What follows belongs to an exercise in optimizing a design on an open flow for small area, a short achievable clock period and few clock cycles per item; a production flow would make more cautious choices. The RTL was checked by simulation tests, not by an equivalence proof against the original design. The flow treats the clock pin as an ideal source. Dropping or thinning the clock tree relies on that and would not hold on a real chip. Power figures rest on the tool's default switching activity, not on a simulated workload.

==> flow/design.v (excerpt) <==
module apostolico_crochemore_matcher_core (
    input  logic             aclk,
    input  logic             aresetn,
    input  logic             s_valid,
    output logic             s_ready,
    input  logic             s_cmd,
    input  logic [7:0]       s_data,
    input  logic             s_last,
    output logic             m_valid,
    input  logic             m_ready,
    output logic             m_found,
    output logic [acm_pkg::POS_W-1:0] m_position
);
    localparam int N     = acm_pkg::MAX_PATTERN;    
    localparam int AW    = acm_pkg::ADDR_W;         
    localparam int IW    = acm_pkg::IDX_W;          
    localparam int POS_W = acm_pkg::POS_W;
    logic             sv, scmd, slast;      
    logic [7:0]       sdata;
    logic             iv, icmd, ilast;      
    logic [7:0]       idata;
    logic             acc, hold;
    assign acc = s_valid && !sv;
    always_ff @(posedge aclk) begin
        if (!hold) begin
            idata <= sv ? sdata : s_data;
            icmd  <= sv ? scmd  : s_cmd;
            ilast <= sv ? slast : s_last;
        end else if (!sv) begin
            sdata <= s_data;
            scmd  <= s_cmd;
            slast <= s_last;
        end
    end
    always_ff @(posedge aclk) begin
        if (!aresetn) begin
            iv <= 1'b0;
            sv <= 1'b0;
        end else if (!hold) begin
            iv <= sv || acc;
            sv <= 1'b0;
        end else begin
            sv <= sv || acc;
        end
    end
    logic             loading, have, fresh;
    logic [IW-1:0]    kcnt;         
    logic [AW-1:0]    mm1;          
    logic [AW-1:0]    wc;           
    logic [POS_W-1:0] poscnt;
    logic [AW-1:0]    h, hl;        
    logic             rv, ov, r_stall;
    logic [IW-1:0]    idx;
    logic             pat_go, txt_go, scan, wr;
    logic [AW-1:0]    mm1_new;
    assign r_stall = rv && ov && !m_ready;
    assign idx     = loading ? kcnt : '0;
    assign hold    = iv && (icmd ? r_stall : (loading && !kcnt[IW-1] && hl != '0));
    assign pat_go  = iv && !icmd && !hold;
    assign txt_go  = iv && icmd && !hold;
    assign scan    = txt_go && have;
    assign wr      = pat_go && !idx[IW-1];
  ...
export LEC_CHECK = 0
export CAP_MARGIN = 20
export CORE_MARGIN = 2
export CORE_UTILIZATION = 40
export CTS_BUF_LIST = sky130_fd_sc_hd__clkbuf_4 sky130_fd_sc_hd__clkbuf_8
export SLEW_MARGIN = 20
create_clock -name core_clock -period 8.0 [get_ports {aclk}]
standard.sh (not shown) runs the stock make flow with config.mk's settings and CLKGATE_MAP_FILE= SYNTH_SCRIPT=/design/flow/synth_recipe.tcl, a recipe that flattens the netlist after the stock synthesis.
==> flow/flow/run.sh <==
#!/bin/bash
set -euo pipefail
bash standard.sh SETUP_SLACK_MARGIN=5.5 finish > flow_standard.log 2>&1
The baseline finished clean.
Testbench counts at the start, summed over its fixed seeds: cycles 28,267, text beats 26,169.
Next try:
==> flow/flow/run.sh (replaced) <==
#!/bin/bash
set -euo pipefail
bash standard.sh SETUP_SLACK_MARGIN=5.5 "CTS_ARGS=-sink_clustering_enable -repair_clock_nets -sink_clustering_size 45 -sink_clustering_max_diameter 60 -buf_list sky130_fd_sc_hd__clkbuf_16 -dont_use_dummy_load" finish > flow_standard.log 2>&1
- CTS_BUF_LIST: sky130_fd_sc_hd__clkbuf_4 sky130_fd_sc_hd__clkbuf_8 -> default
=> Setup slack improved by 0.080 ns; non-clock buffer count stays the same; hold slack got worse by 0.024 ns; sequential power stays flat.
Next try:
==> flow/flow/run.sh (replaced) <==
#!/bin/bash
set -euo pipefail
bash standard.sh SETUP_SLACK_MARGIN=5.5 finish > flow_standard.log 2>&1
Global-route usage rose by 0.40 points.
Fmax goes up by 0.92%.
Clock-buffer cell count grows by 59.
Total power came out higher by 19%.
Next try:
- CTS_BUF_LIST: default -> sky130_fd_sc_hd__clkbuf_16
- CTS_CLUSTER_DIAMETER: default -> 80
- CTS_CLUSTER_SIZE: default -> 30
Outcome:
- cell count decreases by 2.5%
- maximum frequency decreases by 1.5%
- non-clock buffer count decreases by 1
- power decreases by 16%

* * *

The RTL this note starts from:
==> flow/design.v <==
`timescale 1ns / 1ps
package acm_pkg;
    localparam int MAX_PATTERN = 64;
    localparam int ADDR_W      = $clog2(MAX_PATTERN);
    localparam int IDX_W       = $clog2(MAX_PATTERN + 1);
    localparam int POS_W       = 16;
    typedef enum logic {
        CMD_PATTERN = 1'b0,
        CMD_TEXT    = 1'b1
    } cmd_t;
endpackage
`timescale 1ns / 1ps
module acm_ram #(
    parameter int WIDTH = 8,
    parameter int DEPTH = 64
) (
    input  logic                     aclk,
    input  logic                     we,
    input  logic [$clog2(DEPTH)-1:0] waddr,
    input  logic [WIDTH-1:0]         wdata,
    input  logic [$clog2(DEPTH)-1:0] raddr,
    output logic [WIDTH-1:0]         rdata
);
    logic [WIDTH-1:0] mem [DEPTH];
    always_ff @(posedge aclk) begin
        if (we) begin
            mem[waddr] <= wdata;
        end
        rdata <= mem[raddr];
    end
endmodule
`timescale 1ns / 1ps
module apostolico_crochemore_matcher_core (
    input  logic             aclk,
    input  logic             aresetn,
    input  logic             s_valid,
    output logic             s_ready,
    input  logic             s_cmd,
    input  logic [7:0]       s_data,
    input  logic             s_last,
    output logic             m_valid,
    input  logic             m_ready,
    output logic             m_found,
    output logic [acm_pkg::POS_W-1:0] m_position
);
    localparam int N     = acm_pkg::MAX_PATTERN;    
    localparam int AW    = acm_pkg::ADDR_W;         
    localparam int IW    = acm_pkg::IDX_W;          
    localparam int POS_W = acm_pkg::POS_W;
    logic             sv, scmd, slast;      
    logic [7:0]       sdata;
    logic             iv, icmd, ilast;      
    logic [7:0]       idata;
    logic             acc, hold, rdy;
    assign acc = s_valid && rdy;
    always_ff @(posedge aclk) begin
        if (!hold) begin
            idata <= sv ? sdata : s_data;
            icmd  <= sv ? scmd  : s_cmd;
            ilast <= sv ? slast : s_last;
        end else if (!sv) begin
            sdata <= s_data;
            scmd  <= s_cmd;
            slast <= s_last;
        end
    end
    always_ff @(posedge aclk) begin
        if (!aresetn) begin
            iv  <= 1'b0;
            sv  <= 1'b0;
            rdy <= 1'b1;
        end else if (!hold) begin
            iv  <= sv || acc;
            sv  <= 1'b0;
            rdy <= 1'b1;
        end else begin
            sv  <= sv || acc;
            rdy <= !(sv || acc);
        end
    end
    logic             loading, have, restart;
    logic [IW-1:0]    kcnt;         
    logic [IW-1:0]    wc;           
    logic [POS_W-1:0] pc;           
    logic [AW-1:0]    h, hl;        
    logic             rv, ov, r_stall;
    logic [IW-1:0]    idx;
    logic             pat_go, txt_go, scan, wr, counted;
    logic [IW-1:0]    kcnt_new;
    assign r_stall = rv && ov && !m_ready;
    assign idx     = loading ? kcnt : '0;
    assign hold    = iv && (icmd ? r_stall : (loading && !kcnt[IW-1] && hl != '0));
    assign pat_go  = iv && !icmd && !hold;
    assign txt_go  = iv && icmd && !hold;
    assign scan    = txt_go && have;
    assign wr      = pat_go && !idx[IW-1];
    assign kcnt_new = idx[IW-1] ? idx : idx + IW'(1);
    assign counted  = (wc[IW-1:1] == '0);
    always_ff @(posedge aclk) begin
        if (!aresetn) begin
            loading <= 1'b0;
            have    <= 1'b0;
            kcnt    <= '0;
            h       <= '0;
            hl      <= '0;
        end else begin
            h  <= (wr && idx == '0) ? '0 : h + AW'(1);
            hl <= wr ? '0 : hl + AW'(1);
            if (pat_go) begin
                loading <= !ilast;
                kcnt    <= kcnt_new;
                have    <= ilast;
            end
        end
    end
    always_ff @(posedge aclk) begin
        if (pat_go && ilast) begin
            wc      <= kcnt_new;
            restart <= 1'b1;
        end else if (scan) begin
            if (counted) begin
                pc <= restart ? '0 : pc + POS_W'(1);
            end
            if (ilast) begin
                wc      <= kcnt;
                restart <= 1'b1;
            end else if (counted) begin
                restart <= 1'b0;
            end else begin
                wc <= wc - IW'(1);
            end
        end
    end
    logic [7:0] ring [N];
    always_ff @(posedge aclk) begin
        ring[0] <= wr ? idata : ring[N-1];
        for (int s = 1; s < N; s++) ring[s] <= ring[s-1];
    end
    logic [N-1:0] g, first, lastp;
    genvar gs;
    generate
        for (gs = 0; gs < N; gs++) begin : g_slot
            logic eq;
            assign eq        = (ring[gs] == idata);
            assign first[gs] = (h == AW'(gs));
            assign lastp[gs] = (hl == AW'((gs + 1) % N));
            always_ff @(posedge aclk) begin
                if (scan) begin
                    g[gs] <= (first[gs] || g[gs]) && eq;
                end else begin
                    g[gs] <= g[(gs + N - 1) % N];
                end
            end
        end
    endgenerate
    logic             rfirst, rf_hold, rfound, rcnt;
    logic             o_take;
    logic [POS_W:0]   od;
    assign rfound = rfirst ? (rcnt && |(g & lastp)) : rf_hold;
    assign o_take = !ov || m_ready;
    always_ff @(posedge aclk) begin
        if (!aresetn) begin
            rv <= 1'b0;
            ov <= 1'b0;
        end else begin
            if (txt_go) begin
                rv <= 1'b1;
            end else if (o_take) begin
                rv <= 1'b0;
            end
            if (o_take) begin
                ov <= rv;
            end
        end
    end
    always_ff @(posedge aclk) begin
        rfirst  <= txt_go;
        rf_hold <= rfound;
        if (txt_go) begin
            rcnt  <= have && counted;
        end
        if (o_take) begin
            od <= {rfound, rcnt ? pc : POS_W'(0)};
        end
    end
    assign s_ready    = rdy;
    assign m_valid    = ov;
    assign m_found    = od[POS_W];
    assign m_position = od[POS_W-1:0];
endmodule
Settings: LEC_CHECK=0, CAP_MARGIN=20, CORE_MARGIN=2, CORE_UTILIZATION=70, SLEW_MARGIN=20, TNS_END_PERCENT=50; clock period 8.0 ns.
==> flow/flow/run.sh <==
#!/bin/bash
set -euo pipefail
export FLOW_CLOCK_PORT=aclk
bash standard.sh SETUP_SLACK_MARGIN=5.5 \
  "CTS_ARGS=-sink_clustering_enable -repair_clock_nets -sink_clustering_size 20 -sink_clustering_max_diameter 60 -buf_list sky130_fd_sc_hd__clkbuf_8 -dont_use_dummy_load" \
  "PRE_CTS_TCL=$PWD/flow/cts_hook.tcl" \
  finish > flow_standard.log 2>&1
==> flow/flow/cts_hook.tcl <==
rename clock_tree_synthesis my_orig_clock_tree_synthesis
proc clock_tree_synthesis { args } {
  my_orig_clock_tree_synthesis {*}$args
  set block [ord::get_db_block]
  set port_net [$block findNet $::env(FLOW_CLOCK_PORT)]
  set root ""
  foreach it [$port_net getITerms] {
    if { [$it getIoType] eq "INPUT" } {
      if { $root ne "" } { puts "cts_hook: clock port has more than one load, left as is"; return }
      set root [$it getInst]
    }
  }
  if { $root eq "" } { puts "cts_hook: no root buffer found"; return }
  set root_net [[$root findITerm X] getNet]
  set loads {}
  foreach it [$root_net getITerms] {
    if { [$it getInst] != $root } { lappend loads $it }
  }
  if { [llength $loads] > 4 } { puts "cts_hook: root buffer has [llength $loads] loads, left as is"; return }
  foreach it $loads { $it disconnect; $it connect $port_net }
  [$root findITerm A] disconnect
  [$root findITerm X] disconnect
  puts "cts_hook: removed [$root getName]; clock port now drives [llength $loads] buffers"
  odb::dbInst_destroy $root
  odb::dbNet_destroy $root_net
}
Testbench counts at the start, summed over its fixed seeds: cycles 28,267, text beats 26,169.
Edit:
==> flow/flow/run.sh (replaced) <==
#!/bin/bash
set -euo pipefail
export FLOW_CLOCK_PORT=aclk
bash standard.sh SETUP_SLACK_MARGIN=5.5 \
  "CTS_ARGS=-sink_clustering_enable -repair_clock_nets -sink_clustering_size 20 -sink_clustering_max_diameter 60 -buf_list sky130_fd_sc_hd__clkbuf_8 -root_buf sky130_fd_sc_hd__clkbuf_16 -dont_use_dummy_load" \
  "PRE_CTS_TCL=$PWD/flow/cts_hook.tcl" \
  finish > flow_standard.log 2>&1
TNS_END_PERCENT = unset   (was 50)
After rerunning:
- clock-buffer cell count rose by 1
- worst setup slack improved by 0.018 ns
- synthesized area does not change
- die area is unchanged
Edit:
==> flow/flow/run.sh (replaced) <==
#!/bin/bash
set -euo pipefail
export FLOW_CLOCK_PORT=aclk
bash standard.sh SETUP_SLACK_MARGIN=5.3 \
  "CTS_ARGS=-sink_clustering_enable -repair_clock_nets -sink_clustering_size 30 -sink_clustering_max_diameter 80 -buf_list sky130_fd_sc_hd__clkbuf_16 -dont_use_dummy_load" \
  "PRE_CTS_TCL=$PWD/flow/cts_hook.tcl" \
  finish > flow_standard.log 2>&1
Flip-flop and latch count does not change.
Critical path depth falls by 1.
Synthesized cell count stays the same.
Sequential power barely changes.
Design area decreases by a few percent.
Combinational power is lower by a few percent.
Edit:
==> flow/flow/run.sh (replaced) <==
#!/bin/bash
set -euo pipefail
export FLOW_CLOCK_PORT=aclk
bash standard.sh SETUP_SLACK_MARGIN=5.5 \
  "CTS_ARGS=-sink_clustering_enable -repair_clock_nets -sink_clustering_size 18 -sink_clustering_max_diameter 55 -buf_list sky130_fd_sc_hd__clkbuf_8 -dont_use_dummy_load" \
  "PRE_CTS_TCL=$PWD/flow/cts_hook.tcl" \
  finish > flow_standard.log 2>&1
Effect: Area after synthesis does not change; clock skew goes up by 0.012 ns; critical path depth came out lower by 6; cell area grows by 2.8%; wire length drops by 1.9%; sequential cell count is unchanged; utilization is higher by 2.2 points.

* * *

## v40
// apostolico_crochemore_matcher_core: RTL as listed in full above, without the edits since
export LEC_CHECK = 0
export CAP_MARGIN = 20
export CORE_MARGIN = 2
export CORE_UTILIZATION = 60
export SLEW_MARGIN = 20
create_clock -name core_clock -period 8.0 [get_ports {aclk}]
==> flow/flow/run.sh <==
#!/bin/bash
set -euo pipefail
export FLOW_CLOCK_PORT=aclk
bash standard.sh SETUP_SLACK_MARGIN=5.5 \
  "CTS_ARGS=-sink_clustering_enable -repair_clock_nets -sink_clustering_size 20 -sink_clustering_max_diameter 60 -buf_list sky130_fd_sc_hd__clkbuf_8 -dont_use_dummy_load" \
  "PRE_CTS_TCL=$PWD/flow/cts_hook.tcl" \
  finish > flow_standard.log 2>&1
Scripts as last shown in full above: flow/flow/cts_hook.tcl
Testbench counts of v40, summed over its fixed seeds: cycles 28,267, text beats 26,169.
[inputs] v12 vs v40
Settings: CORE_UTILIZATION now 70, was 60.
==> flow/flow/run.sh <==
#!/bin/bash
set -euo pipefail
export FLOW_CLOCK_PORT=aclk
bash standard.sh SETUP_SLACK_MARGIN=5.7 \
  "CTS_ARGS=-sink_clustering_enable -repair_clock_nets -sink_clustering_size 30 -sink_clustering_max_diameter 80 -buf_list sky130_fd_sc_hd__clkbuf_16 -dont_use_dummy_load" \
  "PRE_CTS_TCL=$PWD/flow/cts_hook.tcl" \
  finish > flow_standard.log 2>&1
--- outcome ---
- The number of placement rows in v12 is 0.930 times that in v40.
- The lower layout buffering overhead excluding clock cells of v40 and v12 is in v40.
- Between v40 and v12, the difference in synthesized cell count is negligible.
- Going from v40 to v12, met3 track demand over resource grows by 0.85 points.
- v12 reports a higher clock network area share than v40 does.
- Taking v40 as the reference point, the wire length of v12 rises by 170 um.
- Lower fraction of the cycle the final worst path needs goes to v40 over v12.
- Looking only at width of the die, and setting everything else aside, the higher value of v40 and v12 goes to v40.
- Both conditions hold for v12: the flow ran to the end and the final layout passed the timing, design-rule and antenna checks.
## Diff of input files: v14 against v12
==> flow/flow/run.sh <==
#!/bin/bash
set -euo pipefail
export FLOW_CLOCK_PORT=aclk
bash standard.sh SETUP_SLACK_MARGIN=5.5 \
  "CTS_ARGS=-sink_clustering_enable -repair_clock_nets -sink_clustering_size 24 -sink_clustering_max_diameter 60 -buf_list sky130_fd_sc_hd__clkbuf_16 -dont_use_dummy_load" \
  "PRE_CTS_TCL=$PWD/flow/cts_hook.tcl" \
  finish > flow_standard.log 2>&1
Findings:
Taking v12 as the reference, in v14 peak clock frequency supported by timing climbed about 0.8%; proportion of cell area spent on the clock network climbed 0.92 points; share of total power in combinational logic dropped 0.7 points; count of clock-buffer cells in the layout climbed 9; wire length of the first global-routing pass barely changed.
Compared with v12, in v14 final instance area has decreased; sum of routed wire length over all layers saw a decrease; multi-input logic portion of the cell area moved down; post-synthesis instance total shows no meaningful change.
v14 went all the way through the flow, and no timing, DRC or antenna check failed.
Looking at the reports, v12 completed the entire flow and the layout it produced met the timing, design-rule and antenna checks.
Compared with v12, average via count per standard cell in v14 decreased slightly.
Comparing v14 and v12, the lower overall fraction of global-route tracks in use was measured on v14.

==> re-timing with driven ports <==
No port has a modelled driver above. Below, the same layouts with a new extraction and two added sets of constraints.
Step 1 sets driving cells, clkbuf_16 on the clock port and buf_2 on the other inputs (assumed; they add their load-dependent delay and slew).
Step 2 moves the port delays by t, midway between the first and last clock arrival at a register: inputs arrive t later, outputs are due t later. That takes back most of the time a late clock gives input paths.
Three values: no drivers, after step 1, after step 2; two values: the first two.
run | shift t [ns] | setup WS [ns] | worst setup path after step 2 | latest minus earliest clock arrival (ns) | slew at the worst register clock pin (ns)
the first run of note 1 | 0.751 | 5.178 / 5.126 / 4.881 | input to register | 0.032 / 0.032 | 0.07 / 0.07
the second run of note 1 | 0.653 | 5.258 / 5.199 / 4.910 | input to register | 0.062 / 0.062 | 0.11 / 0.11
the third run of note 1 | 0.653 | 5.283 / 5.227 / 4.900 | input to register | 0.027 / 0.026 | 0.06 / 0.06
the fourth run of note 1 | 0.672 | 5.243 / 5.188 / 4.888 | input to register | 0.033 / 0.034 | 0.11 / 0.11
the first run of note 2 | 0.481 | 5.444 / 5.362 / 5.081 | input to register | 0.082 / 0.082 | 0.12 / 0.12
the second run of note 2 | 0.448 | 5.462 / 5.402 / 5.071 | input to register | 0.044 / 0.043 | 0.12 / 0.12
the third run of note 2 | 0.515 | 5.329 / 5.276 / 4.857 | input to register | 0.045 / 0.046 | 0.11 / 0.11
the fourth run of note 2 | 0.495 | 5.422 / 5.334 / 4.999 | input to register | 0.073 / 0.073 | 0.11 / 0.11
v40 | 0.499 | 5.419 / 5.358 / 5.010 | input to register | 0.069 / 0.069 | 0.12 / 0.12
v12 | 0.510 | 5.397 / 5.325 / 4.961 | input to register | 0.062 / 0.062 | 0.11 / 0.11
v14 | 0.462 | 5.417 / 5.349 / 5.021 | input to register | 0.046 / 0.046 | 0.09 / 0.09
After both steps every run listed still meets setup and hold. For the third run of note 2, which loses most, drivers alone change the setup slack by -0.053 ns; drivers and shift together by -0.472 ns.
